Background: an optimization exercise with open tools, aiming at small area. Do not read the settings as production practice.
Where RTL was checked, it was by simulation tests only, not by an equivalence proof against the original.

==> run M <==
// aurora_lane
module aurora_lane
#(
    parameter int SH_CNT_MAX     = 64,
    parameter int SH_INVALID_MAX = 16
) (
    input  logic                 clk160,
    input  logic                 rst,
    input  logic [aurora_pkg::PAYLOAD_W-1:0] tx_data_i,
    input  aurora_pkg::sync_hdr_e            tx_sync_i,
    output logic                 tx_data_next_o,
    output logic [aurora_pkg::BYTE_W-1:0]    tx_byte_o,
    input  logic [aurora_pkg::BYTE_W-1:0]    rx_byte_i,
    output logic [aurora_pkg::PAYLOAD_W-1:0] rx_data_o,
    output aurora_pkg::sync_hdr_e            rx_sync_o,
    output logic                 rx_valid_o,
    output logic                 block_lock_o
);
==> module block_sync, before the edit <==
module block_sync
#(
    parameter int SH_CNT_MAX     = 64,
    parameter int SH_INVALID_MAX = 16
) (
    input  logic      clk160,
    input  logic      rst,
    input  aurora_pkg::sync_hdr_e hdr_i,
    input  logic      hdr_valid_i,
    output logic      slip_o,
    output logic      lock_o
);
    localparam int CNT_W = $clog2(SH_CNT_MAX);
    localparam int INV_W = $clog2(SH_INVALID_MAX);
    aurora_pkg::bsync_state_e     state_q;
    logic [CNT_W-1:0] sh_cnt_q;
    logic [INV_W-1:0] inv_cnt_q;
    logic             skip_q;
    logic             hdr_ok;
    logic             window_end;
    assign hdr_ok      = (hdr_i == SH_DATA) || (hdr_i == SH_CTRL);
    assign window_end  = (sh_cnt_q == CNT_W'(SH_CNT_MAX - 1));
    always_ff @(posedge clk160) begin
        if (rst) begin
            state_q   <= BS_SEARCH;
            sh_cnt_q  <= '0;
            inv_cnt_q <= '0;
            skip_q    <= 1'b0;
            slip_o    <= 1'b0;
        end else begin
            slip_o <= 1'b0;
            if (hdr_valid_i) begin
                if (skip_q) begin
                    skip_q <= 1'b0;
                end else begin
                    case (state_q)
                        BS_SEARCH: begin
                            if (!hdr_ok) begin
                                slip_o   <= 1'b1;
                                skip_q   <= 1'b1;
                                sh_cnt_q <= '0;
                            end else if (window_end) begin
                                state_q   <= BS_LOCKED;
                                sh_cnt_q  <= '0;
                                inv_cnt_q <= '0;
                            end else begin
                                sh_cnt_q <= sh_cnt_q + 1'b1;
                            end
                        end
                        BS_LOCKED: begin
                            if (!hdr_ok && inv_cnt_q == INV_W'(SH_INVALID_MAX - 1)) begin
                                state_q   <= BS_SEARCH;
                                slip_o    <= 1'b1;
                                skip_q    <= 1'b1;
                                sh_cnt_q  <= '0;
                                inv_cnt_q <= '0;
                            end else if (window_end) begin
                                sh_cnt_q  <= '0;
                                inv_cnt_q <= '0;
                            end else begin
                                sh_cnt_q  <= sh_cnt_q + 1'b1;
                                inv_cnt_q <= inv_cnt_q + INV_W'(!hdr_ok);
                            end
                        end
                        default: state_q <= BS_SEARCH;
                    endcase
                end
            end
        end
    end
    assign lock_o = (state_q == BS_LOCKED);
endmodule
==> flow/config.mk <==
export PLATFORM = sky130hd
export DESIGN_NAME = aurora_lane
export DESIGN_NICKNAME = aurora_lane
export VERILOG_FILES = /design/flow/design.v
export SDC_FILE = /design/flow/constraint.sdc
export NUM_CORES = 4
export LEC_CHECK = 0
export CAP_MARGIN = 20
export CELL_PAD_IN_SITES_DETAIL_PLACEMENT = 1
export CELL_PAD_IN_SITES_GLOBAL_PLACEMENT = 2
export CORE_MARGIN = 2
export CORE_UTILIZATION = 55
export SLEW_MARGIN = 20
==> flow/constraint.sdc <==
create_clock -name core_clock -period 6.25 [get_ports {clk160}]
set_input_delay 1.2500 -clock core_clock [delete_from_list [all_inputs] [get_ports {clk160}]]
set_output_delay 1.2500 -clock core_clock [all_outputs]
set_load 0.01 [all_outputs]
standard.sh (not shown) runs the stock make flow with config.mk's settings and CLKGATE_MAP_FILE= SYNTH_SCRIPT=/design/flow/synth_recipe.tcl, a recipe that flattens the netlist after the stock synthesis.
==> flow/flow/run.sh <==
#!/bin/bash
# Own layout flow: the standard flow, with three changes.
#  1. After the standard synthesis, the combinational cells are mapped again by
#     ABC for area with a few scripts, keeping the smallest result; flip-flops
#     are left exactly as the standard synthesis made them.
#  2. Port buffers are the smallest buffer cell.
#  3. CTS without dummy loads.
# Every tool writes its full output to a log of its own in this folder.
set -euo pipefail
W=$PWD
R=$W/orfs/results/$FLOW_PLATFORM/aurora_lane/base
LIB=$FLOW_HOME/platforms/$FLOW_PLATFORM/lib/sky130_fd_sc_hd__tt_025C_1v80.lib

export CTS_ARGS="-sink_clustering_enable -repair_clock_nets -dont_use_dummy_load -buf_list {sky130_fd_sc_hd__clkbuf_4 sky130_fd_sc_hd__clkbuf_16} -sink_clustering_buffer sky130_fd_sc_hd__clkbuf_16 -root_buf sky130_fd_sc_hd__clkbuf_4 -sink_clustering_size 30 -sink_clustering_max_diameter 80"
export BUFFER_PORTS_ARGS="-buffer_cell sky130_fd_sc_hd__buf_1"

bash standard.sh synth > $W/log_1_standard_synth.txt 2>&1
cp $R/1_2_yosys.v $W/std_1_2_yosys.v

DU=""
for c in $(cat $W/flow/dont_use.txt); do DU="$DU -dont_use $c"; done
FLOPS=$(grep -oE "sky130_fd_sc_hd__[a-z0-9_]+" $W/std_1_2_yosys.v | sort -u | grep -E "__(df|edf|sdf|dl)" | tr '\n' ' ')
best=""
best_area=""
for s in $W/flow/abc_*.abc; do
  n=$(basename $s .abc)
  cat > $W/remap_$n.ys <<EOF
read_liberty -ignore_miss_func $LIB
read_verilog $W/std_1_2_yosys.v
hierarchy -top $FLOW_TOP
setattr -mod -set keep_hierarchy 1 $FLOPS
flatten
opt_clean
abc -script $s -liberty $LIB $DU
opt_clean -purge
blackbox $FLOPS
hilomap -singleton -hicell sky130_fd_sc_hd__conb_1 HI -locell sky130_fd_sc_hd__conb_1 LO
insbuf -buf sky130_fd_sc_hd__buf_4 A X
splitnets
opt_clean -purge
tee -o $W/remap_$n.stat stat -liberty $LIB
write_verilog -noattr -nohex -nodec $W/remap_$n.v
EOF
  if yosys -s $W/remap_$n.ys > $W/log_2_remap_$n.txt 2>&1; then
    a=$(grep "Chip area for module" $W/remap_$n.stat | head -1 | awk '{print $NF}')
    echo "$n $a" >> $W/remap_areas.txt
    if [[ -z "$best_area" ]] || awk -v a="$a" -v b="$best_area" 'BEGIN{exit !(a<b)}'; then
      best=$n; best_area=$a
    fi
  fi
done
echo "best $best $best_area" >> $W/remap_areas.txt
cp $W/remap_$best.v $R/1_2_yosys.v
rm -f $R/1_synth.odb $R/1_synth.sdc
bash standard.sh > $W/log_3_standard_layout.txt 2>&1
Other scripts of this flow, unchanged in this note and not shown: flow/flow/abc_1.abc, flow/flow/abc_4.abc, flow/flow/abc_5.abc, flow/flow/abc_6.abc, flow/flow/abc_7.abc, flow/flow/abc_8.abc, flow/flow/abc_9.abc, flow/flow/dont_use.txt
==> run A (differences from run M) <==
--- a/flow/design.v
+++ b/flow/design.v
@@ -205,4 +205,8 @@
     logic             window_end;
+    logic             step;
+    logic             drop;
     assign hdr_ok      = (hdr_i == SH_DATA) || (hdr_i == SH_CTRL);
     assign window_end  = (sh_cnt_q == CNT_W'(SH_CNT_MAX - 1));
+    assign step        = hdr_valid_i && !skip_q;
+    assign drop        = !hdr_ok && (state_q == BS_SEARCH || inv_cnt_q == INV_W'(SH_INVALID_MAX - 1));
     always_ff @(posedge clk160) begin
@@ -215,38 +219,11 @@
         end else begin
-            slip_o <= 1'b0;
-            if (hdr_valid_i) begin
-                if (skip_q) begin
-                    skip_q <= 1'b0;
+            slip_o <= step && drop;
+            if (hdr_valid_i) skip_q <= step && drop;
+            if (step) begin
+                sh_cnt_q  <= drop ? '0 : sh_cnt_q + 1'b1;
+                inv_cnt_q <= (state_q == BS_LOCKED && !window_end) ? inv_cnt_q + INV_W'(!hdr_ok) : '0;
+                if (state_q == BS_SEARCH) begin
+                    if (hdr_ok && window_end) state_q <= BS_LOCKED;
                 end else begin
-                    case (state_q)
-                        BS_SEARCH: begin
-                            if (!hdr_ok) begin
-                                slip_o   <= 1'b1;
-                                skip_q   <= 1'b1;
-                                sh_cnt_q <= '0;
-                            end else if (window_end) begin
-                                state_q   <= BS_LOCKED;
-                                sh_cnt_q  <= '0;
-                                inv_cnt_q <= '0;
-                            end else begin
-                                sh_cnt_q <= sh_cnt_q + 1'b1;
-                            end
-                        end
-                        BS_LOCKED: begin
-                            if (!hdr_ok && inv_cnt_q == INV_W'(SH_INVALID_MAX - 1)) begin
-                                state_q   <= BS_SEARCH;
-                                slip_o    <= 1'b1;
-                                skip_q    <= 1'b1;
-                                sh_cnt_q  <= '0;
-                                inv_cnt_q <= '0;
-                            end else if (window_end) begin
-                                sh_cnt_q  <= '0;
-                                inv_cnt_q <= '0;
-                            end else begin
-                                sh_cnt_q  <= sh_cnt_q + 1'b1;
-                                inv_cnt_q <= inv_cnt_q + INV_W'(!hdr_ok);
-                            end
-                        end
-                        default: state_q <= BS_SEARCH;
-                    endcase
+                    if (drop) state_q <= BS_SEARCH;
                 end
--- a/flow/config.mk
+++ b/flow/config.mk
@@ -11,3 +11,4 @@
 export CORE_MARGIN = 2
-export CORE_UTILIZATION = 55
+export CORE_UTILIZATION = 40
+export PLACE_DENSITY = 0.7
 export SLEW_MARGIN = 20
==> qor summary <==
| item | run A | run M |
|---|---|---|
| Die span in y | 157 µm | 135 µm |
| Synthesis warning total | 4 | 4 |
| Number of rows created at floorplan | 56 | 48 |
| Avg Synthesized Cell Area | 11.2 µm² | 11.2 µm² |
| Synthesized area | 0.00938 mm² | 0.00949 mm² |
| Gate count after technology mapping | 834 | 850 |
| Count of boundary I/O pins | 153 | 153 |
| Synth Net Count | 910 | 926 |
| Die boundary width | 157 µm | 135 µm |
| Starting density of the core | 0.403 | 0.557 |
| Status | finished clean | stopped before the end |
| Last stage reached | - | global placement (3_3_place_gp) |
| IO buf count | 152 | 152 |
No functional check of the RTL was part of run M.

afterwards: timing with drivers on the ports:
In the flow no input, the clock included, has a driving cell. The finished layout below was timed again as built, in two steps.
Step 1 (the two cells are an assumption about what drives the block):
set clk [get_ports {clk160}]
set_driving_cell -lib_cell sky130_fd_sc_hd__clkbuf_16 $clk
set_driving_cell -lib_cell sky130_fd_sc_hd__buf_2 [delete_from_list [all_inputs] $clk]
Step 2 adds t to the input delays and takes it off the output delays; t is the mean of the earliest and latest rising clock arrival at the registers after step 1. Input paths then give back, and output paths get back, about the clock's delay inside the block.
a / b / c = no drivers / after step 1 / after step 2; a / b = the first two.
run: run A
shift t [ns]: 0.649
setup WS [ns]: 1.385 / 1.339 / 1.988
hold WS [ns]: 0.297 / 0.297 / 0.297
slew at the worst register clock pin (ns): 0.11 / 0.11
After both steps setup and hold are still met in run A. The setup slack of run A moves by -0.046 ns with the drivers and by +0.603 ns with both steps.
